Background: an optimization exercise with open tools, aiming at small area. Do not read the settings as production practice.
At most, simulation tests tie the RTL to the original design; equivalence was not proved.
The RTL of runs 4 and 5 was laid out without a check of its function.

<file path="flow/flow/run.sh">
#!/bin/bash
# Standard ORFS layout with two changes: an area-oriented ABC mapping script
# (flow/abc_area.script, used through ABC_AREA=1) and single-drive port buffers.
set -euo pipefail
here=$(pwd)
rm -rf "$here/scripts"
cp -r "$FLOW_HOME/scripts" "$here/scripts"
cp "$here/flow/abc_area.script" "$here/scripts/abc_area.script"
bash standard.sh "SCRIPTS_DIR=$here/scripts" \
    "BUFFER_PORTS_ARGS=-buffer_cell sky130_fd_sc_hd__buf_1" finish > "$here/flow_make.log" 2>&1
</file>
<file path="flow/flow/abc_area.script">
&get -n
&st
&syn2
&dch -f
&nf -a
&put
topo
stime -c
</file>
<file path="flow/standard.sh">
#!/bin/bash
# synth_recipe.tcl (not shown) runs the flow's synth.tcl, then flattens the netlist and writes it again
# the make line also repeats each setting of config.mk as NAME=value (left out here)
make -C /OpenROAD-flow-scripts/flow DESIGN_CONFIG=/design/flow/config.mk WORK_HOME=/design/flow/orfs CLKGATE_MAP_FILE= SYNTH_SCRIPT=/design/flow/synth_recipe.tcl "${@:-finish}"
</file>
<file path="flow/config.mk">
export PLATFORM = sky130hd
export DESIGN_NAME = svpwm_top
export DESIGN_NICKNAME = svpwm_top
export VERILOG_FILES = /design/flow/design.v
export SDC_FILE = /design/flow/constraint.sdc
export NUM_CORES = 4
export LEC_CHECK = 0
export ABC_AREA = 1
export CAP_MARGIN = 20
export CORE_MARGIN = 2
export CORE_UTILIZATION = 40
export CTS_CLUSTER_DIAMETER = 120
export CTS_CLUSTER_SIZE = 24
export SLEW_MARGIN = 20
</file>
<file path="flow/constraint.sdc">
create_clock -name core_clock -period 10.0 [get_ports {clk}]
set_input_delay 2.0000 -clock core_clock [delete_from_list [all_inputs] [get_ports {clk}]]
set_output_delay 2.0000 -clock core_clock [all_outputs]
set_load 0.01 [all_outputs]
</file>
<file path="flow/design.v">
package svpwm_pkg;
    typedef logic signed [16-1:0] sample_t;
    typedef logic [16-1:0] duty_t;
endpackage
`timescale 1ns/1ps
module space_vector_modulator
(
    input  logic        clk,
    input  logic        reset,
    input  svpwm_pkg::sample_t alpha,
    input  svpwm_pkg::sample_t beta,
    input  logic        in_valid,
    output logic        in_ready,
    output logic [11:0] duty_u,
    output logic [11:0] duty_v,
    output logic [11:0] duty_w,
    output logic        duty_valid,
    output logic        duty_write
);
    localparam logic [15:0] PERIOD = 16'(3000);
    logic [2:0] st;
    logic [15:0] a_r, b_r;
    logic [15:0] s2_t1, s2_t2;
    logic        s2_c, s2_e, s2_small;
    logic [15:0] s3_d, s3_t;
    logic        s3_c, s3_e;
    logic [1:0]  s3_sec;
    function automatic logic [15:0] radd(input logic [15:0] a, input logic [15:0] b, input logic cin);
        logic c;
        c = cin;
        for (int i = 0; i < 16; i++) begin
            radd[i] = a[i] ^ b[i] ^ c;
            c = (a[i] & b[i]) | (c & (a[i] ^ b[i]));
        end
    endfunction
    function automatic logic [15:0] sra1(input logic [15:0] x);
        sra1 = {x[15], x[15:1]};
    endfunction
    function automatic logic [11:0] clamp_duty(input svpwm_pkg::sample_t x);
        if (x < svpwm_pkg::sample_t'(20)) begin
            clamp_duty = 12'(20);
        end else if (x > svpwm_pkg::sample_t'(2980)) begin
            clamp_duty = 12'(2980);
        end else begin
            clamp_duty = x[11:0];
        end
    endfunction
    assign in_ready   = (st == 3'd0);
    assign duty_write = (st == 3'd6);
    logic m, sa;
    assign m  = b_r[15];
    assign sa = a_r[15];
    logic [24:0] a9, a137;
    logic [15:0] a_scaled;
    always_comb begin
        logic c;
        logic [24:0] x, y;
        x = {{9{a_r[15]}}, a_r};
        y = {{6{a_r[15]}}, a_r, 3'b0};
        c = 1'b0;
        for (int i = 0; i < 25; i++) begin
            a9[i] = x[i] ^ y[i] ^ c;
            c = (x[i] & y[i]) | (c & (x[i] ^ y[i]));
        end
        y = {{2{a_r[15]}}, a_r, 7'b0};
        c = 1'b0;
        for (int i = 0; i < 25; i++) begin
            a137[i] = a9[i] ^ y[i] ^ c;
            c = (a9[i] & y[i]) | (c & (a9[i] ^ y[i]));
        end
    end
    assign a_scaled = radd({a_r[14:0], 1'b0}, ~a137[24:9], a_r[8:0] == 9'd0);
    logic [15:0] abs_b, pp, qq, vv;
    logic        a_min, b_min, is_small;
    assign abs_b    = radd(b_r ^ {16{m}}, 16'd0, m);
    assign pp       = radd(abs_b, a_r, 1'b0);
    assign qq       = radd(abs_b, ~a_r, 1'b1);
    assign a_min    = (a_r == 16'h8000);
    assign b_min    = m && abs_b[15];
    assign is_small = !a_min && (b_min || (sa ? pp[15] : qq[15]));
    assign vv       = sa ? pp : qq;
    logic [15:0] kk, d_sum, d_car, d_val;
    logic        same, sel_t;
    assign same  = (sa == m);
    assign sel_t = s2_small ? !same : m;
    assign kk    = {s2_e, 13'(PERIOD >> 2), s2_c ? 2'b01 : 2'b10};
    always_comb begin
        for (int i = 0; i < 16; i++) begin
            d_sum[i] = kk[i] ^ !s2_t1[i] ^ !s2_t2[i];
            d_car[i] = (kk[i] & !s2_t1[i]) | (kk[i] & !s2_t2[i]) | (!s2_t1[i] & !s2_t2[i]);
        end
    end
    assign d_val = radd(d_sum, {d_car[14:0], 1'b0}, 1'b0);
    logic [15:0] zz, ww, xo, yo, ysum;
    logic [11:0] cz, cx, cy;
    assign zz   = sra1(s3_d);
    assign ww   = m ? radd(PERIOD, ~zz, 1'b1) : zz;
    assign xo   = m ? radd(zz, 16'd0, s3_d[0]) : radd(PERIOD, ~zz, !s3_d[0]);
    assign ysum = radd(ww, s3_t ^ {16{m}}, s3_c ^ m);
    assign yo   = {ysum[15] ^ s3_e, ysum[14:0]};
    assign cz   = clamp_duty(ww);
    assign cx   = clamp_duty(xo);
    assign cy   = clamp_duty(yo);
    always_ff @(posedge clk) begin
        if (in_ready) begin
            a_r <= alpha;
            b_r <= beta;
        end else if (st == 3'd1) begin
            a_r <= a_scaled;
        end
        s2_small <= is_small;
        s2_t1    <= is_small ? abs_b : sra1(pp);
        s2_t2    <= is_small ? ~sra1(vv) : sra1(qq);
        s2_c     <= is_small && !vv[0];
        s2_e     <= is_small && (vv == 16'h8000);
        s3_d     <= d_val;
        s3_t     <= sel_t ? s2_t2 : s2_t1;
        s3_c     <= sel_t && s2_c;
        s3_e     <= sel_t && s2_e;
        s3_sec   <= s2_small ? (same ? 2'd1 : 2'd2) : 2'd0;
        if (duty_write) begin
            case (s3_sec)
                2'd0:    begin duty_u <= cy; duty_v <= cx; duty_w <= cz; end
                2'd1:    begin duty_u <= cx; duty_v <= cy; duty_w <= cz; end
                default: begin duty_u <= cz; duty_v <= cx; duty_w <= cy; end
            endcase
        end
    end
    always_ff @(posedge clk or posedge reset) begin
        if (reset) begin
            st         <= 3'd7;
            duty_valid <= 1'b0;
        end else begin
            duty_valid <= duty_write;
            if (st == 3'd0) begin
                st <= in_valid ? 3'd1 : 3'd0;
            end else if (st == 3'd6 || st == 3'd7) begin
                st <= 3'd0;
            end else begin
                st <= st + 3'd1;
            end
        end
    end
endmodule
`timescale 1ns/1ps
module pwm_carrier
(
    input  logic        clk,
    input  logic        reset,
    output logic [11:0] carrier_count,
    output logic        period_start,
    output logic        period_next
);
    logic count_up;
    logic [11:0] count_next;
    always_comb begin
        logic t;
        t = 1'b1;
        for (int i = 0; i < 12; i++) begin
            count_next[i] = carrier_count[i] ^ t;
            t = t && (carrier_count[i] == count_up);
        end
    end
    always_ff @(posedge clk or posedge reset) begin
        if (reset) begin
            carrier_count <= '0;
            count_up      <= 1'b1;
        end else if (count_up) begin
            carrier_count <= count_next;
            if (carrier_count == 12'(3000 - 1)) begin
                count_up <= 1'b0;
            end
        end else begin
            carrier_count <= count_next;
            if (carrier_count == 12'd1) begin
                count_up <= 1'b1;
            end
        end
    end
    assign period_start = (carrier_count == '0);
    assign period_next  = !count_up && (carrier_count == 12'd1);
endmodule
`timescale 1ns/1ps
module pwm_phase_leg
(
    input  logic        clk,
    input  logic        reset,
    input  logic [11:0] duty,
    input  logic        duty_load,
    input  logic        active_valid,
    input  logic [11:0] carrier_count,
    output logic        gate_hi,
    output logic        gate_lo
);
    logic [11:0] active_duty;
    logic        raw;
    logic        raw_q;
    logic [3:0]  dead_cnt;
    always_ff @(posedge clk) begin
        if (duty_load) begin
            active_duty <= duty;
        end
    end
    logic below;
    always_comb begin
        below = 1'b0;
        for (int i = 0; i < 12; i++) begin
            below = active_duty[i] ? (!carrier_count[i] || below) : (!carrier_count[i] && below);
        end
    end
    assign raw = active_valid && below;
    always_ff @(posedge clk or posedge reset) begin
        if (reset) begin
            raw_q    <= 1'b0;
            dead_cnt <= 4'(10);
        end else begin
            raw_q <= raw;
            if (raw != raw_q) begin
                dead_cnt <= 4'(10);
            end else if (dead_cnt != '0) begin
                dead_cnt <= dead_cnt - 1'b1;
            end
        end
    end
    assign gate_hi = (dead_cnt == '0) && raw_q;
    assign gate_lo = (dead_cnt == '0) && !raw_q;
endmodule
`timescale 1ns/1ps
module svpwm_top
(
    input  logic       clk,
    input  logic       reset,
    input  svpwm_pkg::sample_t    alpha,
    input  svpwm_pkg::sample_t    beta,
    input  logic       in_valid,
    output logic       in_ready,
    output svpwm_pkg::duty_t      duty_u,
    output svpwm_pkg::duty_t      duty_v,
    output svpwm_pkg::duty_t      duty_w,
    output logic       duty_valid,
    output logic [2:0] gate_hi,
    output logic [2:0] gate_lo
);
    logic [11:0] carrier_count;
    logic        period_start;
    logic        period_next;
    logic [11:0] du, dv, dw;
    logic        duty_write;
    logic        pending_valid;
    logic        active_valid;
    logic        active_load;
    space_vector_modulator u_modulator (
        .clk        (clk),
        .reset      (reset),
        .alpha      (alpha),
        .beta       (beta),
        .in_valid   (in_valid),
        .in_ready   (in_ready),
        .duty_u     (du),
        .duty_v     (dv),
        .duty_w     (dw),
        .duty_valid (duty_valid),
        .duty_write (duty_write)
    );
    assign duty_u = {4'b0, du};
    assign duty_v = {4'b0, dv};
    assign duty_w = {4'b0, dw};
    pwm_carrier u_carrier (
        .clk           (clk),
        .reset         (reset),
        .carrier_count (carrier_count),
        .period_start  (period_start),
        .period_next   (period_next)
    );
    always_ff @(posedge clk or posedge reset) begin
        if (reset) begin
            pending_valid <= 1'b0;
            active_valid  <= 1'b0;
        end else begin
            if (duty_valid) begin
                pending_valid <= 1'b1;
            end
            if (period_start) begin
                active_valid <= pending_valid;
            end
        end
    end
    assign active_load = (period_start && !duty_valid) || (period_next && duty_write);
    pwm_phase_leg u_leg_u (
        .clk           (clk),
        .reset         (reset),
        .duty          (du),
        .duty_load     (active_load),
        .active_valid  (active_valid),
        .carrier_count (carrier_count),
        .gate_hi       (gate_hi[0]),
        .gate_lo       (gate_lo[0])
    );
    pwm_phase_leg u_leg_v (
        .clk           (clk),
        .reset         (reset),
        .duty          (dv),
        .duty_load     (active_load),
        .active_valid  (active_valid),
        .carrier_count (carrier_count),
        .gate_hi       (gate_hi[1]),
        .gate_lo       (gate_lo[1])
    );
    pwm_phase_leg u_leg_w (
        .clk           (clk),
        .reset         (reset),
        .duty          (dw),
        .duty_load     (active_load),
        .active_valid  (active_valid),
        .carrier_count (carrier_count),
        .gate_hi       (gate_hi[2]),
        .gate_lo       (gate_lo[2])
    );
endmodule
</file>
==> impl_results.md, run 1 <==
* Reg-to-Reg End: u_modulator.a_r[14]$_DFFE_PP_
* Post-synth top cells: clkinv_1, edfxtp_1, fa_1, ha_1, nand2_1
* CP Buf/Inv Count at 5
* Nets@finish at 1498
* Worst-Skew Late Latency at 0.47 ns
* CTS sink cnt at 208
* Hold EP: u_modulator.s3_t[2]$_DFF_P_
* Fill count at 2998
* Final std cells w/o fill at 1683
* Setup violators final at 0
* Die Span X at 183.4 um
* N_diodes at 0
* DRC viols at 0
* Setup crit start: u_modulator.a_r[4]$_DFFE_PP_
* Max cap viols at 0
* Gr usage total at 0.1543
* Core area at 31640 um2
* Hold Crit Start: u_modulator.s2_t1[2]$_DFF_P_
* Antenna violations before repair at 0
* Final clock skew at 0.02079 ns
* Largest cells by area after synthesis: edfxtp_1, fa_1, dfxtp_1
* Max-slew headroom at 0.5151
* Slew Limit Fails at 0
* Max stage delay on crit path at 0.58 ns
* Count leader, synth: clkinv_1
* CTS Hold Bufs at 0
* Post-synth design cell area at 12870 um2
* IO buf count at 78
* CTS max path bufs at 3
* Initial Util at 0.4070
* Worst-Margin Slew at 0.7258 ns
* Crit Path Class: flip-flop to flip-flop
* Fin util at 0.4490
* Clock period minus final worst setup slack at 9.590 ns
* Outcome: timing/DRC/antenna clean
* Post-DR wirelength/cell at 15.05 um
* Via/cell ratio at 5.016
* First-pass GRT wire length at 42280 um
* Hold slack at 0.4416 ns
* Flop2flop setup slack at 0.41 ns
* Yosys warnings at 4
* CP Max Fanout at 2
* Post-Synthesis Cells at 1171
* DIE AREA at 33640 um2
* Fraction of layout cells with a size suffix above 1 at 0.05777
* Area Growth Syn to Fin at 10.34%
* EDFF count, synth at 104
* Crit end category: flip-flop
* Dpl ws at 0.04500 ns
* Total Wirelength at 25330 um
* Top cell type's share of synthesized area at 0.2426
* DRT iter0 DRCs at 417
* Min-Delay Path Depth at 2
* DP HPWL at 20330 um
* Post-route ant nets at 0
* CTS tree: done
* Largest net degree at the start of global routing at 58
* Cell family with most CP delay: adder cells
* Fmax achieved at 104.3 MHz
* Most used cell, CP: fa_1
* Ys flop type: edfxtp_1
* Final worst setup slack at 0.4102 ns
* Overflow after GRT at 0
* Reg clk slew, reported paths at 0.10 ns
* Num ports at 91
* Top cell type by total area after synthesis: edfxtp_1
* Startpoint class of the critical path: flip-flop
* Pre-antenna DRT Iters at 6
* Row cnt at 65
* RePlAce Congestion at 0.8436
* Avg Cell Area, Syn at 10.99 um2
* Post-synth ARST share at 0.1635
* Number of global-route vias before repair at 8563
* Required @ worst endpoint at 10.32 ns
* TritonCTS Buffers at 12
* Register bit total from synthesis at 208
* Root Buffer Master: clkbuf_16
* Hold WC Path Type: flip-flop to flip-flop
* Inst Count DP at 1663
* Sequential area share after synthesis at 0.4185
* DR vias at 8442
* Critical Path Slowest Stage Cell: fa_1
* Number of cells on the worst reg-to-reg path at 29
* CP arrival at 9.91 ns
* Htree depth at 1
* Die height at 183.4 um
* R2R Path Start: u_modulator.a_r[4]$_DFFE_PP_
* Period utilisation layout at 0.9590
* Yosys cell types at 58
* Fin. Hold Viols at 0
==> registers in the layout, summed over array words and instances (netlist names), 12 cells and up <==
name	count
u_modulator.duty_w	12
u_leg_w.active_duty	12
u_modulator.a_r	16
u_modulator.s2_t2	15
u_leg_u.active_duty	12
u_carrier.carrier_count	12
u_modulator.s3_d	16
u_modulator.s2_t1	16
u_modulator.duty_v	12
u_modulator.duty_u	12
u_modulator.b_r	16
u_leg_v.active_duty	12
u_modulator.s3_t	16
==> layer usage <==
layer  share of wire  vias up  GRT usage
li1                -     4205          -
met1            0.45     4054     0.1962
met2            0.50      157     0.2829
met3           0.030       26    0.01747
met4           0.018        0    0.03136
met5               0        -          0
==> cell families after synthesis <==
kind of cell	synth area share
AOI/OAI and AO/OA	0.1076
other	0.0002913
adders and majority gates	0.2387
DFF	0.4185
xor gates and xnor gates	0.04422
buffers and inverters	0.06035
muxes	0.03780
and+or+nand+nor	0.09261
==> cell type report <==
cell class / instances / area, um2 / area share
multi-input combinational: 785 / 6868 / 0.4834
sequential: 208 / 5388 / 0.3793
inverter: 171 / 641.9 / 0.04518
tap: 402 / 503.0 / 0.03541
timing repair buffer: 97 / 435.4 / 0.03065
clock buffer: 18 / 344.1 / 0.02422
clock inverter: 2 / 26.28 / 0.001850
==> cells in the final DEF (no fill, tap or decap), types with 24 or more instances in the layout <==
cell type,Yosys,routed
clkinv_1,171,171
edfxtp_1,104,104
ha_1,92,91
nand2_1,82,82
buf_1,0,78
fa_1,96,73
a21oi_1,72,71
dfxtp_1,70,70
o21ai_0,66,65
nor2_1,59,59
xnor2_1,35,35
xor2_1,30,30
mux2i_1,25,25
dfrtp_1,24,24
==> how the worst max path moves through the flow <==
stage                                          endpoint  cells after the start
after global routing      u_modulator.a_r[15]$_DFFE_PP_                     30
after detailed placement  u_modulator.a_r[14]$_DFFE_PP_                     29
after global placement    u_modulator.a_r[14]$_DFFE_PP_                     29
after CTS                 u_modulator.a_r[14]$_DFFE_PP_                     29
after floorplan            u_modulator.s2_t1[1]$_DFF_P_                     25
final                     u_modulator.a_r[14]$_DFFE_PP_                     29
==> worst register-to-register path: cells and delay by family, from the launching register on <==
| kind | cells | cell delay (ns) |
|---|---|---|
| fa+ha+maj | 20 | 8.16 |
| compound gates | 4 | 0.50 |
| flops | 1 | 0.41 |
| buf+inv | 5 | 0.38 |
==> repair_timing <==
item                       CTS  global route
resized for setup            0            11
setup buffers                0             0
setup endpoints to repair    0             3
hold endpoints to repair     0             0
==> per-stage QoR <==
step | TNS (ns) | area, um2
floorplan | 0 | 12970
global placement | 0 | 13810
detailed placement | 0 | 13810
CTS | 0 | 14180
global route | -0.005978 | 14210
finish | 0 | 14210
==> run 2: changes to the inputs <==
==> flow/run.sh (new file) <==
#!/bin/bash
# synth_recipe.tcl (not shown) runs the flow's synth.tcl, then flattens the netlist and writes it again
# the make line also repeats each setting of config.mk as NAME=value (left out here)
make -C /OpenROAD-flow-scripts/flow DESIGN_CONFIG=/design/flow/config.mk WORK_HOME=/design/flow/orfs CLKGATE_MAP_FILE= SYNTH_SCRIPT=/design/flow/synth_recipe.tcl finish
removed: flow/flow/run.sh
removed: flow/flow/abc_area.script
removed: flow/standard.sh
==> run 2 against run 1 <==
Against the previous run: final cell count is 17% higher; first-iteration DRC count is 27% higher; count of clock-buffer cells in the layout is 1 lower; utilization about the same; highest routed layer unchanged; via count increased by 12%; sequential share of layout area is 2.0 points lower.
==> impl_results.md, run 2 <==
* Max Used Layer: met4
* DRC viols at 0 (unchanged)
* Hold WC Path Type: flip-flop to flip-flop
* Avg Cell Area, Syn at 9.287 um2 (-16%)
* CTS sink cnt at 208 (unchanged)
* Top cell type by total area after synthesis: edfxtp_1
* Setup violators final at 0 (unchanged)
* Startpoint class of the critical path: flip-flop
* DRT iter0 DRCs at 528 (+27%)
* Max-slew headroom at 0.3980 (-0.1171)
* Register bit total from synthesis at 208 (unchanged)
* Post-DR wirelength/cell at 14.13 um (-6.1%)
* Num ports at 91 (unchanged)
* Via/cell ratio at 4.802 (-4.3%)
* Pre-antenna DRT Iters at 6 (unchanged)
* Top cell type's share of synthesized area at 0.2316 (-0.01098)
* Crit end category: flip-flop
* Fin. Hold Viols at 0 (unchanged)
* Metal-1 WL at 12430 um (+8.6%)
* Post-Synthesis Cells at 1452 (+24%)
* CP Max Fanout at 2 (unchanged)
* Yosys warnings at 4 (unchanged)
* Post-synth top cells: nand2_1, inv_1, edfxtp_1, fa_1, o21ai_0
* Crit Path Class: flip-flop to flip-flop
* CP arrival at 9.89 ns (-0.02 ns)
* Fraction of layout cells with a size suffix above 1 at 0.05013 (-0.007635)
* Core area at 33360 um2 (+5.5%)
* DR vias at 9431 (+12%)
* Worst-Skew Late Latency at 0.48 ns (about the same)
* Post-synth design cell area at 13490 um2 (+4.7%)
* CTS tree: done
* Gr usage total at 0.1618 (+0.007546)
* Inst Count DP at 1945 (+17%)
* Final std cells w/o fill at 1964 (+17%)
* DP HPWL at 22210 um (+9.2%)
* Yosys cell types at 51 (-12%)
* Required @ worst endpoint at 10.33 ns (about the same)
* Max stage delay on crit path at 0.58 ns (about the same)
* Post-CTS setup buffers at 0 (unchanged)
* Slew Limit Fails at 0 (unchanged)
* Ys flop type: edfxtp_1
* CTS Hold Bufs at 0 (unchanged)
* Root Buffer Master: clkbuf_16
* Design Area, Final at 14990 um2 (+5.5%)
* Post-synth ARST share at 0.1635 (unchanged)
* CTS max path bufs at 3 (unchanged)
* RSZ-0062 raised after global routing: no
* Most common cell after layout, fill and taps aside: nand2_1
* Die Span X at 187.6 um (+2.3%)
* Area Growth Syn to Fin at 11.18%
* DIE AREA at 35200 um2 (+4.6%)
* Sequential area share after synthesis at 0.3995 (-0.01895)
* Resize count post-CTS at 0 (unchanged)
* Fmax achieved at 104.6 MHz (+0.30%)
* Final worst setup slack at 0.4389 ns (+0.02875 ns)
* Routed length on met2 at 13870 um (+9.6%)
* TritonCTS Buffers at 12 (unchanged)
* Largest net degree at the start of global routing at 50 (-14%)
* Flop2flop setup slack at 0.44 ns (+0.03 ns)
* Setup TNS at 0 ns (unchanged)
* Count leader, synth: nand2_1
* Most used cell, CP: fa_1
* Overflow after GRT at 0 (unchanged)
* Initial Util at 0.4042 (-0.002776)
* Period utilisation layout at 0.9561 (-0.002875)
* IO buf count at 78 (unchanged)
* Htree depth at 1 (unchanged)
* Total Wirelength at 27760 um (+9.6%)
* Clock period minus final worst setup slack at 9.561 ns (-0.02875 ns)
* Final clock skew at 0.03243 ns (+0.01164 ns)
* Outcome: timing/DRC/antenna clean
* Worst-Margin Slew at 0.8996 ns (+0.1739 ns)
* Post-route ant nets at 0 (unchanged)
* Reg clk slew, reported paths at 0.10 ns (about the same)
* Critical Path Slowest Stage Cell: fa_1
* Nets@finish at 1734 (+16%)
* Largest cells by area after synthesis: edfxtp_1, fa_1, dfxtp_1
* EDFF count, synth at 104 (unchanged)
* Row cnt at 67 (+3.1%)
* N_diodes at 0 (unchanged)
* Wire length on met3 at 968 um (+27%)
* RePlAce Congestion at 0.8733 (+3.5%)
* Area after DPL at 14620 um2 (+5.9%)
* Dpl ws at 0.07772 ns (+0.03272 ns)
* Number of global-route vias before repair at 9590 (+12%)
* First-pass GRT wire length at 46900 um (+11%)
* Antenna violations before repair at 0 (unchanged)
* Die height at 187.6 um (+2.3%)
* Max cap viols at 0 (unchanged)
* Most frequent cells in the layout: nand2_1, inv_1, edfxtp_1, o21ai_0, ha_1
==> run 2: cell count changes after synthesis, moves of 16 or more <==
cell	change
nor2b_1	-18
nand2_1	+217
mux2i_1	-25
o21ai_0	+27
inv_1	+246
a21oi_1	-61
nand3_1	+67
clkbuf_1	+16
clkinv_1	-167
o21ai_1	+37
mux2_1	-21
==> run 2: worst paths after layout <==
path	startpoint	end	cells past startpoint
setup / recovery	u_modulator.a_r[4]$_DFFE_PP_	u_modulator.a_r[14]$_DFFE_PP_	29
hold / removal	u_modulator.s2_small$_DFF_P_	u_modulator.s3_sec[1]$_SDFF_PN0_	2
max in group asynchronous	reset	u_leg_w.dead_cnt[3]$_DFFE_PP1P_	3
min in group asynchronous	reset	u_carrier.carrier_count[5]$_DFF_PP0_	3
setup reg to reg	u_modulator.a_r[4]$_DFFE_PP_	u_modulator.a_r[14]$_DFFE_PP_	29
hold reg to reg	u_modulator.s2_small$_DFF_P_	u_modulator.s3_sec[1]$_SDFF_PN0_	2
==> run 2: area by class of cell <==
type	instances	area (um2)
clock inverters	2	12.51
repair buffers	93	893.4
clock buffers	17	340.3
flip-flops and latches	208	5388
multi-input cells	941	6839
inverters	255	959.7
fillers	3243	18370
well taps	448	560.5
==> run 2: logic make-up (layout without fill, tap and decap cells) <==
family / Yosys count / in the layout / synth area share
AOI/OAI and AO/OA: 182 / 182 / 0.07543
xor gates and xnor gates: 63 / 63 / 0.04092
adders and majority gates: 188 / 188 / 0.2279
buffers and inverters: 314 / 367 / 0.09965
DFF: 208 / 208 / 0.3995
other: 1 / 12 / 0.0002781
and+or+nand+nor: 496 / 496 / 0.1563
==> run 2: stage by stage <==
stage            util  hold WS (ns)
2_1_floorplan       -        0.4218
3_3_place_gp   0.4381        0.4257
3_5_place_dp   0.4381        0.4337
4_1_cts        0.4487        0.4494
5_1_grt        0.4494        0.4783
6_report       0.4494        0.4584
==> run 2: critical path: cells and delay by family, from the launching register on <==
kind | cells | cell delay, ns
buf+inv | 5 | 0.34
fa+ha+maj | 20 | 8.13
flops | 1 | 0.42
compound gates | 4 | 0.49
==> run 2: routing by layer <==
metal,up-vias,GRT usage
li1,4720,-
met1,4474,0.2065
met2,198,0.2942
met3,39,0.01834
met4,0,0.03634
met5,-,0
==> run 3: changes to the inputs <==
--- a/flow/design.v
+++ b/flow/design.v
@@ -87,6 +87,6 @@
     always_comb begin
         for (int i = 0; i < 16; i++) begin
-            d_sum[i] = kk[i] ^ !s2_t1[i] ^ !s2_t2[i];
-            d_car[i] = (kk[i] & !s2_t1[i]) | (kk[i] & !s2_t2[i]) | (!s2_t1[i] & !s2_t2[i]);
+            d_sum[i] = kk[i] ^ s2_t1[i] ^ s2_t2[i];
+            d_car[i] = (kk[i] & s2_t1[i]) | (kk[i] & s2_t2[i]) | (s2_t1[i] & s2_t2[i]);
         end
     end
@@ -96,5 +96,5 @@
     assign zz   = sra1(s3_d);
     assign ww   = m ? radd(PERIOD, ~zz, 1'b1) : zz;
-    assign xo   = m ? radd(zz, 16'd0, s3_d[0]) : radd(PERIOD, ~zz, !s3_d[0]);
+    assign xo   = radd(~ww, {PERIOD[15:2], m ? {s3_d[0], !s3_d[0]} : {1'b0, !s3_d[0]}}, 1'b0);
     assign ysum = radd(ww, s3_t ^ {16{m}}, s3_c ^ m);
     assign yo   = {ysum[15] ^ s3_e, ysum[14:0]};
@@ -110,10 +110,10 @@
         end
         s2_small <= is_small;
-        s2_t1    <= is_small ? abs_b : sra1(pp);
-        s2_t2    <= is_small ? ~sra1(vv) : sra1(qq);
+        s2_t1    <= ~(is_small ? abs_b : sra1(pp));
+        s2_t2    <= is_small ? sra1(vv) : ~sra1(qq);
         s2_c     <= is_small && !vv[0];
         s2_e     <= is_small && (vv == 16'h8000);
         s3_d     <= d_val;
-        s3_t     <= sel_t ? s2_t2 : s2_t1;
+        s3_t     <= ~(sel_t ? s2_t2 : s2_t1);
         s3_c     <= sel_t && s2_c;
         s3_e     <= sel_t && s2_e;
==> flow/flow/run.sh (new file) <==
#!/bin/bash
# Standard ORFS layout with two changes: an area-oriented ABC mapping script
# (flow/abc_area.script, used through ABC_AREA=1) and single-drive port buffers.
set -euo pipefail
here=$(pwd)
rm -rf "$here/scripts"
cp -r "$FLOW_HOME/scripts" "$here/scripts"
cp "$here/flow/abc_area.script" "$here/scripts/abc_area.script"
bash standard.sh "SCRIPTS_DIR=$here/scripts" \
    "BUFFER_PORTS_ARGS=-buffer_cell sky130_fd_sc_hd__buf_1" finish > "$here/flow_make.log" 2>&1
==> flow/flow/abc_area.script (new file) <==
&get -n
&st
&deepsyn -T 20
&dch -f
&nf -a
&put
topo
stime -c
==> flow/standard.sh (new file) <==
#!/bin/bash
# synth_recipe.tcl (not shown) runs the flow's synth.tcl, then flattens the netlist and writes it again
# the make line also repeats each setting of config.mk as NAME=value (left out here)
make -C /OpenROAD-flow-scripts/flow DESIGN_CONFIG=/design/flow/config.mk WORK_HOME=/design/flow/orfs CLKGATE_MAP_FILE= SYNTH_SCRIPT=/design/flow/synth_recipe.tcl "${@:-finish}"
removed: flow/run.sh
==> run 3 against run 2 <==
Against the previous run: critical endpoint is now u_modulator.a_r[15]$_DFFE_PP_; via count fell by 16%; still clean; largest cell class unchanged; clock skew is 0.022 ns lower; sequential share of layout area rose by 3.7 points; maximum frequency up 0.16%; area after synthesis decreased by 8.7%; register-to-register slack improved by 0.02 ns; global-route usage increased by 0.44 points.
==> impl_results.md, run 3 <==
* DP HPWL at 21330 um (-4.0%)
* Pre-antenna DRT Iters at 4 (-2)
* Initial Util at 0.4045 (about the same)
* Period utilisation layout at 0.9545 (-0.001564)
* Number of cells on the worst reg-to-reg path at 30 (+3.4%)
* EDFF count, synth at 104 (unchanged)
* Final clock skew at 0.01035 ns (-0.02208 ns)
* Overflow after GRT at 0 (unchanged)
* CTS sink cnt at 208 (unchanged)
* CTS tree: done
* Startpoint class of the critical path: flip-flop
* Required @ worst endpoint at 10.21 ns (-0.12 ns)
* Final std cells w/o fill at 1613 (-18%)
* Dpl ws at 0.07086 ns (-0.006858 ns)
* Reg clk slew, reported paths at 0.10 ns (about the same)
* Post-synth top cells: clkinv_1, edfxtp_1, fa_1, ha_1, dfxtp_1
* Flip-flop and latch area at 5388 um2 (unchanged)
* Fraction of layout cells with a size suffix above 1 at 0.06081 (+0.01067)
* Antenna violations before repair at 0 (unchanged)
* Top cell type by total area after synthesis: edfxtp_1
* Post-DR wirelength/cell at 16.31 um (+15%)
* Outcome: timing/DRC/antenna clean
* Nets@finish at 1419 (-18%)
* Fill count at 2919 (-10%)
* Crit Path Class: flip-flop to flip-flop
* Register bit total from synthesis at 208 (unchanged)
* Fmax achieved at 104.8 MHz (+0.16%)
* TritonCTS Buffers at 12 (unchanged)
* CP arrival at 9.75 ns (-0.14 ns)
* Setup TNS at 0 ns (unchanged)
* R2R Path Start: u_modulator.a_r[4]$_DFFE_PP_
* CTS Hold Bufs at 0 (unchanged)
* Area of the multi-input gates at 6221 um2 (-9.0%)
* DRT iter0 DRCs at 336 (-36%)
* DIE AREA at 32190 um2 (-8.5%)
* IO buf count at 78 (unchanged)
* Gr usage total at 0.1662 (+0.004398)
* Htree depth at 1 (unchanged)
* Fin. Hold Viols at 0 (unchanged)
* Min-Delay Path Depth at 1 (-1)
* Max stage delay on crit path at 0.58 ns (about the same)
* Number of global-route vias before repair at 8248 (-14%)
* CP Buf/Inv Count at 4 (-1)
* Worst-Margin Slew at 0.9254 ns (+0.02576 ns)
* Post-route ant nets at 0 (unchanged)
* CTS max path bufs at 3 (unchanged)
* Hold EP: u_modulator.s3_t[5]$_DFF_P_
* Most used cell, CP: fa_1
* Largest cells by area after synthesis: edfxtp_1, fa_1, dfxtp_1
* Most frequent cells in the layout: clkinv_1, edfxtp_1, buf_1, ha_1, fa_1
* Max-slew headroom at 0.3818 (-0.01623)
* Row cnt at 64 (-4.5%)
* Final worst setup slack at 0.4546 ns (+0.01564 ns)
* Hold WC Path Type: flip-flop to flip-flop
* DRC viols at 0 (unchanged)
* Root Buffer Master: clkbuf_16
* Yosys cell types at 51 (unchanged)
* Flop2flop setup slack at 0.45 ns (+0.02 ns)
* N_diodes at 0 (unchanged)
* Count leader, synth: clkinv_1
* DR vias at 7969 (-16%)
* Slew Limit Fails at 0 (unchanged)
* Ys flop type: edfxtp_1
* Num ports at 91 (unchanged)
* Inst Count DP at 1592 (-18%)
* RePlAce Congestion at 0.9493 (+8.7%)
* Max cap viols at 0 (unchanged)
* Top cell type's share of synthesized area at 0.2537 (+0.02213)
* CP Max Fanout at 2 (unchanged)
* Largest net degree at the start of global routing at 48 (-4.0%)
* First-pass GRT wire length at 43310 um (-7.7%)
* Cell family with most CP delay: adder cells
* Critical Path Slowest Stage Cell: fa_2
* Via/cell ratio at 4.940 (+2.9%)
* Crit end category: flip-flop
* Sequential area share after synthesis at 0.4377 (+0.03817)
* Worst-Skew Late Latency at 0.48 ns (about the same)
* Area Growth Syn to Fin at 10.45%
* RSZ-0062 raised after global routing: no
* Avg Cell Area, Syn at 11.11 um2 (+20%)
* Die height at 179.4 um (-4.4%)
* Setup violators final at 0 (unchanged)
* Hold Crit Start: u_modulator.s2_t1[5]$_DFF_P_
* Die Span X at 179.4 um (-4.4%)
* Reg-to-Reg End: u_modulator.a_r[15]$_DFFE_PP_
* Clock period minus final worst setup slack at 9.545 ns (-0.01564 ns)
* Post-synth design cell area at 12310 um2 (-8.7%)
* Post-synth ARST share at 0.1635 (unchanged)
* Post-Synthesis Cells at 1108 (-24%)
* Most common cell after layout, fill and taps aside: clkinv_1
* Yosys warnings at 4 (unchanged)
* Total Wirelength at 26300 um (-5.2%)
* Core area at 30430 um2 (-8.8%)
run 3: cell count changes in the layout (fill, tap and decap cells not counted), sizes merged, moves of 24 or more:
cell	previous run	this run
o21ai	134	68
nand3	81	8
nand2	305	59
buf	15	96
clkdlybuf4s50	78	0
inv	251	1
mux2i	0	24
clkinv	6	188
a21oi	12	60
run 3: area by class of cell:
cell class / instances / share of cell area
clock buffer: 19 / 0.02558
timing repair buffer: 96 / 0.03147
sequential: 208 / 0.3963
clock inverter: 1 / 0.0006442
inverter: 188 / 0.05200
tap: 396 / 0.03644
multi-input combinational: 705 / 0.4576
run 3: worst max path at each step:
stage                                   from                       endpoint  cells after the start
5_1_grt         u_modulator.a_r[4]$_DFFE_PP_  u_modulator.a_r[14]$_DFFE_PP_                     29
3_5_place_dp    u_modulator.a_r[1]$_DFFE_PP_  u_modulator.a_r[14]$_DFFE_PP_                     29
3_3_place_gp    u_modulator.a_r[1]$_DFFE_PP_  u_modulator.a_r[14]$_DFFE_PP_                     29
2_1_floorplan  u_modulator.b_r[15]$_DFFE_PP_  u_modulator.s2_t1[14]$_DFF_P_                     28
6_report        u_modulator.a_r[4]$_DFFE_PP_  u_modulator.a_r[15]$_DFFE_PP_                     30
4_1_cts         u_modulator.a_r[1]$_DFFE_PP_  u_modulator.a_r[14]$_DFFE_PP_                     29
run 3: worst register-to-register path: cells and delay by family (launching register included):
kind,cells,cell delay [ns]
flops,1,0.41
buf+inv,4,0.29
compound gates,5,0.50
xor+xnor,1,0.13
fa+ha+maj,20,7.96
run 3: logic make-up after synthesis:
| logic type | after synthesis | synth area share |
|---|---|---|
| and+or+nand+nor | 212 | 0.08254 |
| adders and majority gates | 173 | 0.2350 |
| xor gates and xnor gates | 61 | 0.04340 |
| buffers and inverters | 206 | 0.06831 |
| muxes | 28 | 0.02318 |
| DFF | 208 | 0.4377 |
| AOI/OAI and AO/OA | 219 | 0.1096 |
| other | 1 | 0.0003046 |
run 3: through the flow:
| stage | hold slack, ns | instance area, um2 | utilization |
|---|---|---|---|
| 2_1_floorplan | 0.4127 | 12400 | - |
| 3_3_place_gp | 0.4272 | 13210 | 0.4341 |
| 3_5_place_dp | 0.4271 | 13210 | 0.4341 |
| 4_1_cts | 0.4423 | 13570 | 0.4458 |
| 5_1_grt | 0.4696 | 13600 | 0.4468 |
| 6_report | 0.4473 | 13600 | 0.4468 |
run 3: layer usage:
metal / global-route usage / routed length, um / vias up
li1: - / - / 3947
met1: 0.1999 / 11050 / 3833
met2: 0.3110 / 13690 / 161
met3: 0.02269 / 869 / 28
met4: 0.04325 / 691 / 0
met5: 0 / 0 / -
run 3: what timing repair did:
| action | 4_1_cts | 5_1_grt |
|---|---|---|
| endpoints found under the setup margin | 0 | 3 |
| resized for setup | 0 | 10 |
| setup buffers | 0 | 1 |
==> run 4: changes to the inputs <==
--- a/flow/design.v
+++ b/flow/design.v
@@ -21,9 +21,5 @@
     logic [2:0] st;
     logic [15:0] a_r, b_r;
-    logic [15:0] s2_t1, s2_t2;
-    logic        s2_c, s2_e, s2_small;
-    logic [15:0] s3_d, s3_t;
-    logic        s3_c, s3_e;
-    logic [1:0]  s3_sec;
+    logic        f_m, f_small, f_same, f_c, f_e;
     function automatic logic [15:0] radd(input logic [15:0] a, input logic [15:0] b, input logic cin);
         logic c;
@@ -49,5 +45,5 @@
     assign duty_write = (st == 3'd6);
     logic m, sa;
-    assign m  = b_r[15];
+    assign m  = f_m;
     assign sa = a_r[15];
     logic [24:0] a9, a137;
@@ -74,4 +70,7 @@
     logic        a_min, b_min, is_small;
     assign abs_b    = radd(b_r ^ {16{m}}, 16'd0, m);
+    logic [15:0] t1_n, t2_n;
+    assign t1_n     = ~(is_small ? abs_b : sra1(pp));
+    assign t2_n     = is_small ? sra1(vv) : ~sra1(qq);
     assign pp       = radd(abs_b, a_r, 1'b0);
     assign qq       = radd(abs_b, ~a_r, 1'b1);
@@ -82,11 +81,11 @@
     logic [15:0] kk, d_sum, d_car, d_val;
     logic        same, sel_t;
-    assign same  = (sa == m);
-    assign sel_t = s2_small ? !same : m;
-    assign kk    = {s2_e, 13'(PERIOD >> 2), s2_c ? 2'b01 : 2'b10};
+    assign same  = f_same;
+    assign sel_t = f_small ? !same : m;
+    assign kk    = {f_e, 13'(PERIOD >> 2), f_c ? 2'b01 : 2'b10};
     always_comb begin
         for (int i = 0; i < 16; i++) begin
-            d_sum[i] = kk[i] ^ s2_t1[i] ^ s2_t2[i];
-            d_car[i] = (kk[i] & s2_t1[i]) | (kk[i] & s2_t2[i]) | (s2_t1[i] & s2_t2[i]);
+            d_sum[i] = kk[i] ^ a_r[i] ^ b_r[i];
+            d_car[i] = (kk[i] & a_r[i]) | (kk[i] & b_r[i]) | (a_r[i] & b_r[i]);
         end
     end
@@ -94,9 +93,11 @@
     logic [15:0] zz, ww, xo, yo, ysum;
     logic [11:0] cz, cx, cy;
-    assign zz   = sra1(s3_d);
+    logic [1:0] sec;
+    assign sec  = f_small ? (f_same ? 2'd1 : 2'd2) : 2'd0;
+    assign zz   = sra1(a_r);
     assign ww   = m ? radd(PERIOD, ~zz, 1'b1) : zz;
-    assign xo   = radd(~ww, {PERIOD[15:2], m ? {s3_d[0], !s3_d[0]} : {1'b0, !s3_d[0]}}, 1'b0);
-    assign ysum = radd(ww, s3_t ^ {16{m}}, s3_c ^ m);
-    assign yo   = {ysum[15] ^ s3_e, ysum[14:0]};
+    assign xo   = radd(~ww, {PERIOD[15:2], m ? {a_r[0], !a_r[0]} : {1'b0, !a_r[0]}}, 1'b0);
+    assign ysum = radd(ww, b_r ^ {16{m}}, f_c ^ m);
+    assign yo   = {ysum[15] ^ f_e, ysum[14:0]};
     assign cz   = clamp_duty(ww);
     assign cx   = clamp_duty(xo);
@@ -106,19 +107,22 @@
             a_r <= alpha;
             b_r <= beta;
+            f_m <= beta[15];
         end else if (st == 3'd1) begin
             a_r <= a_scaled;
+        end else if (st == 3'd2) begin
+            a_r     <= t1_n;
+            b_r     <= t2_n;
+            f_small <= is_small;
+            f_same  <= (sa == m);
+            f_c     <= is_small && !vv[0];
+            f_e     <= is_small && (vv == 16'h8000);
+        end else if (st == 3'd3) begin
+            a_r <= d_val;
+            b_r <= ~(sel_t ? b_r : a_r);
+            f_c <= sel_t && f_c;
+            f_e <= sel_t && f_e;
         end
-        s2_small <= is_small;
-        s2_t1    <= ~(is_small ? abs_b : sra1(pp));
-        s2_t2    <= is_small ? sra1(vv) : ~sra1(qq);
-        s2_c     <= is_small && !vv[0];
-        s2_e     <= is_small && (vv == 16'h8000);
-        s3_d     <= d_val;
-        s3_t     <= ~(sel_t ? s2_t2 : s2_t1);
-        s3_c     <= sel_t && s2_c;
-        s3_e     <= sel_t && s2_e;
-        s3_sec   <= s2_small ? (same ? 2'd1 : 2'd2) : 2'd0;
         if (duty_write) begin
-            case (s3_sec)
+            case (sec)
                 2'd0:    begin duty_u <= cy; duty_v <= cx; duty_w <= cz; end
                 2'd1:    begin duty_u <= cx; duty_v <= cy; duty_w <= cz; end
==> run 4 against run 3 <==
Against the previous run: global-route usage increased by 5.5 points; still clean; clock skew increased by 0.0029 ns; maximum frequency shrank 0.36%.
==> impl_results.md, run 4 <==
* Cell family with most CP delay: adder cells
* Period utilisation layout at 0.9580 (+0.003450)
* IO buf count at 78 (unchanged)
* DR vias at 8695 (+9.1%)
* EDFF count, synth at 109 (+4.8%)
* Most common cell after layout, fill and taps aside: clkinv_1
* Flop2flop setup slack at 0.42 ns (-0.03 ns)
* Fraction of layout cells with a size suffix above 1 at 0.07919 (+0.01839)
* Reg clk slew, reported paths at 0.07 ns (-0.03 ns)
* CTS sink cnt at 143 (-31%)
* DRC viols at 0 (unchanged)
* Clock period minus final worst setup slack at 9.580 ns (+0.03450 ns)
* Total Wirelength at 31160 um (+18%)
* Max-slew headroom at 0.2389 (-0.1429)
* Most frequent cells in the layout: clkinv_1, edfxtp_1, buf_1, ha_1, fa_1
* Final clock skew at 0.01327 ns (+0.002926 ns)
* Antenna violations before repair at 0 (unchanged)
* Post-synth ARST share at 0.2378 (+0.07430)
* Fmax achieved at 104.4 MHz (-0.36%)
* Reg-to-Reg End: u_modulator.a_r[15]$_DFFE_PP_
* CP arrival at 9.78 ns (+0.03 ns)
* Design Area, Final at 12780 um2 (-6.0%)
* CTS max path bufs at 2 (-1)
* Worst-Skew Late Latency at 0.44 ns (-0.04 ns)
* Gr usage total at 0.2214 (+0.05521)
* Core area at 27630 um2 (-9.2%)
* Top cell type by total area after synthesis: edfxtp_1
* DP HPWL at 24760 um (+16%)
* Startpoint class of the critical path: flip-flop
* TritonCTS Buffers at 17 (+5)
* Largest net degree at the start of global routing at 41 (-15%)
* Max cap viols at 0 (unchanged)
* CP Max Fanout at 2 (unchanged)
* Nets@finish at 1383 (-2.5%)
* Count leader, synth: clkinv_1
* Avg Cell Area, Syn at 10.59 um2 (-4.6%)
* DRT iter0 DRCs at 725 (+120%)
* Hold Crit Start: u_modulator.duty_w[0]$_DFFE_PP_
* Post-route ant nets at 0 (unchanged)
* Max stage delay on crit path at 0.58 ns (about the same)
* Number of global-route vias before repair at 8759 (+6.2%)
* Number of cells on the worst reg-to-reg path at 32 (+6.7%)
* Yosys cell types at 52 (+2.0%)
* Die Span X at 171.2 um (-4.6%)
* CTS tree: done
* CTS Hold Bufs at 0 (unchanged)
* Die height at 171.2 um (-4.6%)
* Required @ worst endpoint at 10.20 ns (about the same)
* Worst-Margin Slew at 1.137 ns (+0.2121 ns)
* First-pass GRT wire length at 48380 um (+12%)
* Overflow after GRT at 0 (unchanged)
* Fin. Hold Viols at 0 (unchanged)
* Setup violators final at 0 (unchanged)
* N_diodes at 0 (unchanged)
* Via/cell ratio at 5.556 (+12%)
* DIE AREA at 29290 um2 (-9.0%)
* Post-Synthesis Cells at 1055 (-4.8%)
* Crit end category: flip-flop
* Sequential area share after synthesis at 0.3701 (-0.06756)
* Min-Delay Path Depth at 0 (-1)
* Top Registers: u_modulator.a_r (16), u_modulator.b_r (16)
* Critical Path Slowest Stage Cell: fa_2
* Register bit total from synthesis at 143 (-31%)
* Ys flop type: edfxtp_1
* Post-synth design cell area at 11180 um2 (-9.2%)
* Largest cells by area after synthesis: edfxtp_1, fa_1, ha_1
* Outcome: timing/DRC/antenna clean
* CP Buf/Inv Count at 4 (unchanged)
* Area after DPL at 12090 um2 (-8.5%)
* RePlAce Congestion at 0.9621 (+1.3%)
* Setup TNS at 0 ns (unchanged)
* Initial Util at 0.4045 (about the same)
* Row cnt at 61 (-4.7%)
* Num ports at 91 (unchanged)
* R2R Path Start: u_modulator.a_r[1]$_DFFE_PP_
* Crit Path Class: flip-flop to flip-flop
* Post-synth top cells: clkinv_1, edfxtp_1, fa_1, ha_1, nor2_1
* Slew Limit Fails at 0 (unchanged)
* Hold EP: u_leg_w.active_duty[0]$_DFFE_PP_
* Area Growth Syn to Fin at 14.35%
* Post-CTS setup buffers at 0 (unchanged)
* Post-DR wirelength/cell at 19.91 um (+22%)
* Htree depth at 4 (+3)
* RSZ-0062 raised after global routing: no
* Pre-antenna DRT Iters at 6 (+2)
* Top cell type's share of synthesized area at 0.2929 (+0.03917)
* Hold WC Path Type: flip-flop to flip-flop
* Root Buffer Master: clkbuf_16
* Yosys warnings at 4 (unchanged)
[run 4: cell count changes after synthesis, moves of 15 or more]
cell	change
mux2i_1	-15
a221oi_1	+18
o221ai_1	+21
o21ai_0	-27
clkinv_1	-17
dfxtp_1	-70
[run 4: metrics by stage]
step | util | std cells | hold slack (ns) | setup WS, ns
after global placement | 0.4374 | 1533 | 0.4324 | -0.09413
final | 0.4625 | 1565 | 0.4539 | 0.4201
after global routing | 0.4625 | 1565 | 0.4754 | 0.02375
after CTS | 0.4615 | 1565 | 0.4542 | 0.01275
after floorplan | - | 1066 | 0.4396 | 0.04356
after detailed placement | 0.4374 | 1533 | 0.4370 | -0.2319
[run 4: final cells by class]
cell class              instances  area [um2]
fillers                      2606       14850
clock inverters                15       221.5
clock buffers                  17       425.4
flip-flops and latches        143        4136
well taps                     378       473.0
inverters                     171       641.9
repair buffers                107       510.5
multi-input cells             734        6371
[run 4: how the worst max path moves through the flow]
stage	from	depth (start not counted)	slack (ns)	to
floorplan	u_modulator.a_r[4]$_DFFE_PP_	30	0.04	u_modulator.a_r[14]$_DFFE_PP_
global placement	u_modulator.a_r[1]$_DFFE_PP_	30	-0.09	u_modulator.a_r[14]$_DFFE_PP_
detailed placement	u_modulator.a_r[1]$_DFFE_PP_	30	-0.23	u_modulator.a_r[14]$_DFFE_PP_
CTS	u_modulator.a_r[1]$_DFFE_PP_	30	0.01	u_modulator.a_r[14]$_DFFE_PP_
global route	u_modulator.a_r[4]$_DFFE_PP_	32	0.02	u_modulator.a_r[15]$_DFFE_PP_
finish	u_modulator.a_r[1]$_DFFE_PP_	32	0.42	u_modulator.a_r[15]$_DFFE_PP_
[run 4: routing by layer]
| metal | wire (um) | track usage | part of all wire | up-vias |
|---|---|---|---|---|
| met5 | 0 | 0 | 0 | - |
| met4 | 1481 | 0.1131 | 0.048 | 0 |
| met3 | 2024 | 0.04372 | 0.065 | 102 |
| met2 | 14640 | 0.3622 | 0.47 | 397 |
| met1 | 13010 | 0.2791 | 0.42 | 4217 |
| li1 | - | - | - | 3979 |
[run 4: cells by family (layout without fill, tap and decap cells)]
family,after synthesis,in the layout,share of synthesized area
AO/OA/AOI/OAI,252,252,0.1541
XOR/XNOR,47,47,0.03683
adder cells (fa/ha/maj),174,174,0.2600
buffers and inverters,189,310,0.06953
flip-flops,143,143,0.3701
multiplexers,10,10,0.009069
other,1,12,0.0003355
AND/OR/NAND/NOR,239,239,0.1001
[run 4: timing repair]
| item | CTS | global route |
|---|---|---|
| endpoints found under the setup margin | 2 | 2 |
| gates resized for setup | 7 | 12 |
| pin swaps | 1 | 3 |
==> run 5: changes to the inputs <==
--- a/flow/design.v
+++ b/flow/design.v
@@ -21,5 +21,5 @@
     logic [2:0] st;
     logic [15:0] a_r, b_r;
-    logic        f_m, f_small, f_same, f_c, f_e;
+    logic        f_m, f_small, f_same, f_p, f_c, f_e;
     function automatic logic [15:0] radd(input logic [15:0] a, input logic [15:0] b, input logic cin);
         logic c;
@@ -67,10 +67,7 @@
     end
     assign a_scaled = radd({a_r[14:0], 1'b0}, ~a137[24:9], a_r[8:0] == 9'd0);
-    logic [15:0] abs_b, pp, qq, vv;
-    logic        a_min, b_min, is_small;
+    logic [15:0] abs_b, pp, qq, vv, other, hh, s_half, t_raw;
+    logic        a_min, b_min, is_small, same;
     assign abs_b    = radd(b_r ^ {16{m}}, 16'd0, m);
-    logic [15:0] t1_n, t2_n;
-    assign t1_n     = ~(is_small ? abs_b : sra1(pp));
-    assign t2_n     = is_small ? sra1(vv) : ~sra1(qq);
     assign pp       = radd(abs_b, a_r, 1'b0);
     assign qq       = radd(abs_b, ~a_r, 1'b1);
@@ -78,25 +75,26 @@
     assign b_min    = m && abs_b[15];
     assign is_small = !a_min && (b_min || (sa ? pp[15] : qq[15]));
+    assign same     = (sa == m);
     assign vv       = sa ? pp : qq;
-    logic [15:0] kk, d_sum, d_car, d_val;
-    logic        same, sel_t;
-    assign same  = f_same;
-    assign sel_t = f_small ? !same : m;
-    assign kk    = {f_e, 13'(PERIOD >> 2), f_c ? 2'b01 : 2'b10};
+    assign other    = sa ? qq : pp;
+    assign hh       = {(pp[15] & qq[15]) | (pp[15] & abs_b[14]) | (qq[15] & abs_b[14]), abs_b[14:0]};
+    assign s_half   = is_small ? {1'b0, other[15:1]} : hh;
     always_comb begin
-        for (int i = 0; i < 16; i++) begin
-            d_sum[i] = kk[i] ^ a_r[i] ^ b_r[i];
-            d_car[i] = (kk[i] & a_r[i]) | (kk[i] & b_r[i]) | (a_r[i] & b_r[i]);
+        if (is_small) begin
+            t_raw = same ? abs_b : ~sra1(vv);
+        end else begin
+            t_raw = m ? sra1(qq) : sra1(pp);
         end
     end
-    assign d_val = radd(d_sum, {d_car[14:0], 1'b0}, 1'b0);
+    logic [15:0] d_val;
+    assign d_val = radd(~a_r, {PERIOD[15:1], 1'b1}, f_p);
     logic [15:0] zz, ww, xo, yo, ysum;
     logic [11:0] cz, cx, cy;
     logic [1:0] sec;
     assign sec  = f_small ? (f_same ? 2'd1 : 2'd2) : 2'd0;
-    assign zz   = sra1(a_r);
+    assign zz   = sra1(d_val);
     assign ww   = m ? radd(PERIOD, ~zz, 1'b1) : zz;
-    assign xo   = radd(~ww, {PERIOD[15:2], m ? {a_r[0], !a_r[0]} : {1'b0, !a_r[0]}}, 1'b0);
-    assign ysum = radd(ww, b_r ^ {16{m}}, f_c ^ m);
+    assign xo   = radd(~ww, {PERIOD[15:2], m ? {d_val[0], !d_val[0]} : {1'b0, !d_val[0]}}, 1'b0);
+    assign ysum = radd(ww, ~b_r ^ {16{m}}, f_c ^ m);
     assign yo   = {ysum[15] ^ f_e, ysum[14:0]};
     assign cz   = clamp_duty(ww);
@@ -111,15 +109,11 @@
             a_r <= a_scaled;
         end else if (st == 3'd2) begin
-            a_r     <= t1_n;
-            b_r     <= t2_n;
+            a_r     <= s_half;
+            b_r     <= ~t_raw;
             f_small <= is_small;
-            f_same  <= (sa == m);
-            f_c     <= is_small && !vv[0];
-            f_e     <= is_small && (vv == 16'h8000);
-        end else if (st == 3'd3) begin
-            a_r <= d_val;
-            b_r <= ~(sel_t ? b_r : a_r);
-            f_c <= sel_t && f_c;
-            f_e <= sel_t && f_e;
+            f_same  <= same;
+            f_p     <= !is_small && pp[0];
+            f_c     <= is_small && !same && !vv[0];
+            f_e     <= is_small && !same && (vv == 16'h8000);
         end
         if (duty_write) begin
==> run 5 against run 4 <==
Against the previous run: routed wire length down 8.3%; utilization is 0.12 points lower; non-clock buffer count shrank 6; die area is 2.3% lower; hold slack lost 0.0059 ns; area after synthesis is 2.4% lower; critical path depth decreased by 1; synthesized cell count down 2.4%; clock skew rose by 0.0075 ns; global-route usage down 1.5 points; critical endpoint unchanged.
==> impl_results.md, run 5 <==
* Hold Crit Start: u_modulator.duty_w[1]$_DFFE_PP_
* First-pass GRT wire length at 45550 um (-5.8%)
* Die Span X at 169.1 um (-1.2%)
* Post-synth top cells: clkinv_1, edfxtp_1, fa_1, ha_1, nand2_1
* Nets@finish at 1336 (-3.4%)
* Setup TNS at 0 ns (unchanged)
* Inst Count DP at 1463 (-4.6%)
* Area of the multi-input gates at 6231 um2 (-2.2%)
* Initial Util at 0.4059 (+0.001374)
* Largest net degree at the start of global routing at 54 (+32%)
* Fin util at 0.4613 (-0.001236)
* Crit end category: flip-flop
* Avg Cell Area, Syn at 10.59 um2 (about the same)
* Max stage delay on crit path at 0.57 ns (about the same)
* Largest cells by area after synthesis: edfxtp_1, fa_1, ha_1
* CP Max Fanout at 2 (unchanged)
* Final clock skew at 0.02078 ns (+0.007505 ns)
* Overflow after GRT at 0 (unchanged)
* Hold WC Path Type: flip-flop to flip-flop
* Yosys cell types at 57 (+9.6%)
* DR vias at 8350 (-4.0%)
* Slew Limit Fails at 0 (unchanged)
* N_diodes at 0 (unchanged)
* Sequential area share after synthesis at 0.3820 (+0.01184)
* Worst-Margin Slew at 0.9583 ns (-0.1792 ns)
* Most used cell, CP: fa_1
* Pre-antenna DRT Iters at 5 (-1)
* Max-slew headroom at 0.3528 (+0.1139)
* Post-synth ARST share at 0.2361 (-0.001651)
* Setup violators final at 0 (unchanged)
* Fill count at 2522 (-3.2%)
* GR Layer Usage met1 at 0.2821 (+0.002975)
* Reg clk slew, reported paths at 0.08 ns (about the same)
* Core area at 26880 um2 (-2.7%)
* Busiest grt layer: met2
* Met3 usage at 0.04314 (-0.0005760)
* Number of cells on the worst reg-to-reg path at 31 (-3.1%)
* Row cnt at 60 (-1.6%)
* Count leader, synth: clkinv_1
* Register bit total from synthesis at 144 (+0.70%)
* Via/cell ratio at 5.578 (+0.39%)
* Worst-Skew Late Latency at 0.44 ns (about the same)
* Crit Path Class: flip-flop to flip-flop
* Antenna violations before repair at 0 (unchanged)
* Fraction of layout cells with a size suffix above 1 at 0.08218 (+0.002989)
* Outcome: timing/DRC/antenna clean
* Final std cells w/o fill at 1497 (-4.3%)
* DIE AREA at 28610 um2 (-2.3%)
* Period utilisation layout at 0.9597 (+0.001738)
* Top Registers: u_modulator.a_r (16), u_modulator.b_r (16)
* Most common cell after layout, fill and taps aside: clkinv_1
* CTS tree: done
* Post-Synthesis Cells at 1030 (-2.4%)
* DRC viols at 0 (unchanged)
* Post-synth design cell area at 10910 um2 (-2.4%)
* Post-DR wirelength/cell at 19.08 um (-4.2%)
* Clock period minus final worst setup slack at 9.597 ns (+0.01738 ns)
* Reg-to-Reg End: u_modulator.a_r[15]$_DFFE_PP_
* DRT iter0 DRCs at 784 (+8.1%)
* Fin. Hold Viols at 0 (unchanged)
* RePlAce Congestion at 0.9338 (-2.9%)
* CTS sink cnt at 144 (+0.70%)
* R2R Path Start: u_modulator.a_r[4]$_DFFE_PP_
* Number of global-route vias before repair at 8351 (-4.7%)
* CP arrival at 9.77 ns (about the same)
* DP HPWL at 22980 um (-7.2%)
* Flop2flop setup slack at 0.40 ns (-0.02 ns)
* Root Buffer Master: clkbuf_16
* Gr usage total at 0.2066 (-0.01485)
* Required @ worst endpoint at 10.18 ns (-0.02 ns)
* Max cap viols at 0 (unchanged)
* Flip-flop and latch area at 4167 um2 (+0.73%)
* Hold EP: u_leg_w.active_duty[1]$_DFFE_PP_
* Num ports at 91 (unchanged)
* Top cell type's share of synthesized area at 0.3028 (+0.009942)
* TritonCTS Buffers at 17 (unchanged)
* M2 GR Usage at 0.3356 (-0.02662)
* Min-Delay Path Depth at 0 (unchanged)
* EDFF count, synth at 110 (+0.92%)
* Ys flop type: edfxtp_1
* Critical Path Slowest Stage Cell: fa_2
* Die height at 169.1 um (-1.2%)
* Post-route ant nets at 0 (unchanged)
* RSZ-0062 raised after global routing: yes
* Most frequent cells in the layout: clkinv_1, edfxtp_1, buf_1, ha_1, nand2_1
* Startpoint class of the critical path: flip-flop
* IO buf count at 78 (unchanged)
* CTS Hold Bufs at 0 (unchanged)
* Yosys warnings at 4 (unchanged)
* CTS max path bufs at 2 (unchanged)
* Top cell type by total area after synthesis: edfxtp_1
* Fmax achieved at 104.2 MHz (-0.18%)
* Area Growth Syn to Fin at 13.66%
* Total Wirelength at 28560 um (-8.3%)
* Htree depth at 4 (unchanged)
-- run 5: cell count changes after synthesis, moves of 11 or more --
cell      before  now
a21oi_1       59   37
clkinv_1     171  141
fa_1          97   82
o21ai_0       41   61
o221ai_1      28    9
o22ai_1       22   33
-- run 5: cells by family after synthesis --
kind of cell / share of synthesized area
AOI/OAI and AO/OA: 0.1468
xor gates and xnor gates: 0.04496
other: 0.0003438
and+or+nand+nor: 0.1098
DFF: 0.3820
muxes: 0.01663
buffers and inverters: 0.06091
adders and majority gates: 0.2386
-- run 5: worst max path at each step --
stage	depth (start not counted)	startpoint	slack (ns)	to
final	31	u_modulator.a_r[4]$_DFFE_PP_	0.40	u_modulator.a_r[15]$_DFFE_PP_
after global routing	31	u_modulator.a_r[4]$_DFFE_PP_	-0.01	u_modulator.a_r[15]$_DFFE_PP_
after CTS	31	u_modulator.a_r[1]$_DFFE_PP_	0.004	u_modulator.a_r[15]$_DFFE_PP_
after detailed placement	31	u_modulator.a_r[4]$_DFFE_PP_	-0.14	u_modulator.a_r[15]$_DFFE_PP_
after global placement	31	u_modulator.a_r[4]$_DFFE_PP_	0.10	u_modulator.a_r[15]$_DFFE_PP_
after floorplan	29	u_modulator.f_m$_DFFE_PP_	-0.004	u_modulator.a_r[8]$_DFFE_PP_
-- run 5: routing by layer --
| layer | vias to the layer above | routed length, um |
|---|---|---|
| met2 | 298 | 13410 |
| met3 | 47 | 1865 |
| met5 | - | 0 |
| li1 | 3916 | - |
| met4 | 0 | 616 |
| met1 | 4089 | 12670 |
-- run 5: critical path: cells and delay by family, from the launching register on --
family,cells,cell delay (ns)
AO/OA/AOI/OAI,6,0.87
XOR/XNOR,1,0.13
flip-flops,1,0.40
adder cells (fa/ha/maj),20,7.66
buffers and inverters,4,0.30
-- run 5: area by class of cell --
| class | count | area share |
|---|---|---|
| Multi-Input combinational cell | 738 | 0.5026 |
| Sequential cell | 144 | 0.3361 |
| Inverter | 141 | 0.04279 |
| Timing Repair Buffer | 101 | 0.03754 |
| Clock buffer | 18 | 0.03462 |
| Tap cell | 341 | 0.03441 |
| Clock inverter | 14 | 0.01201 |
-- run 5: metrics by stage --
step	area (um2)	hold slack, ns	setup slack [ns]
after global routing	12400	0.4690	-0.01217
after global placement	11750	0.4306	0.1007
after detailed placement	11750	0.4310	-0.1422
after CTS	12340	0.4470	0.003735
final	12400	0.4480	0.4027
after floorplan	10990	0.4365	-0.003910
-- run 5: repair_timing --
action,in CTS,in global routing
endpoints found under the hold margin,0,0
setup buffers,1,1
endpoints found under the setup margin,2,19
pin swaps,1,2
resized for setup,2,14

[what the ideal ports hide]
No port has a modelled driver above. Below, the same layouts with a new extraction and two added sets of constraints. Step 1 (the two cells are an assumption about what drives the block):
set clk [get_ports {clk}]
set_driving_cell -lib_cell sky130_fd_sc_hd__clkbuf_16 $clk
set_driving_cell -lib_cell sky130_fd_sc_hd__buf_2 [delete_from_list [all_inputs] $clk]
Step 2 also shifts input and output timing later by t, the mid clock arrival at the registers, as if the neighbouring blocks saw the same clock. Three values: no drivers, after step 1, after step 2; two values: the first two.
run | t, ns | setup slack, ns | worst hold slack (ns) | latest minus earliest clock arrival (ns) | pins driven straight from the clock port
run 1 | 0.506 | 0.410 / 0.410 / 0.410 | 0.442 / 0.442 / 0.442 | 0.021 / 0.021 | 1
run 2 | 0.516 | 0.439 / 0.439 / 0.439 | 0.458 / 0.458 / 0.458 | 0.033 / 0.033 | 1
run 3 | 0.516 | 0.455 / 0.455 / 0.455 | 0.447 / 0.447 / 0.447 | 0.012 / 0.012 | 1
run 4 | 0.484 | 0.420 / 0.420 / 0.420 | 0.454 / 0.454 / 0.454 | 0.015 / 0.015 | 1
run 5 | 0.475 | 0.403 / 0.403 / 0.403 | 0.448 / 0.448 / 0.448 | 0.021 / 0.021 | 1
After both steps setup and hold are still met in every run listed.
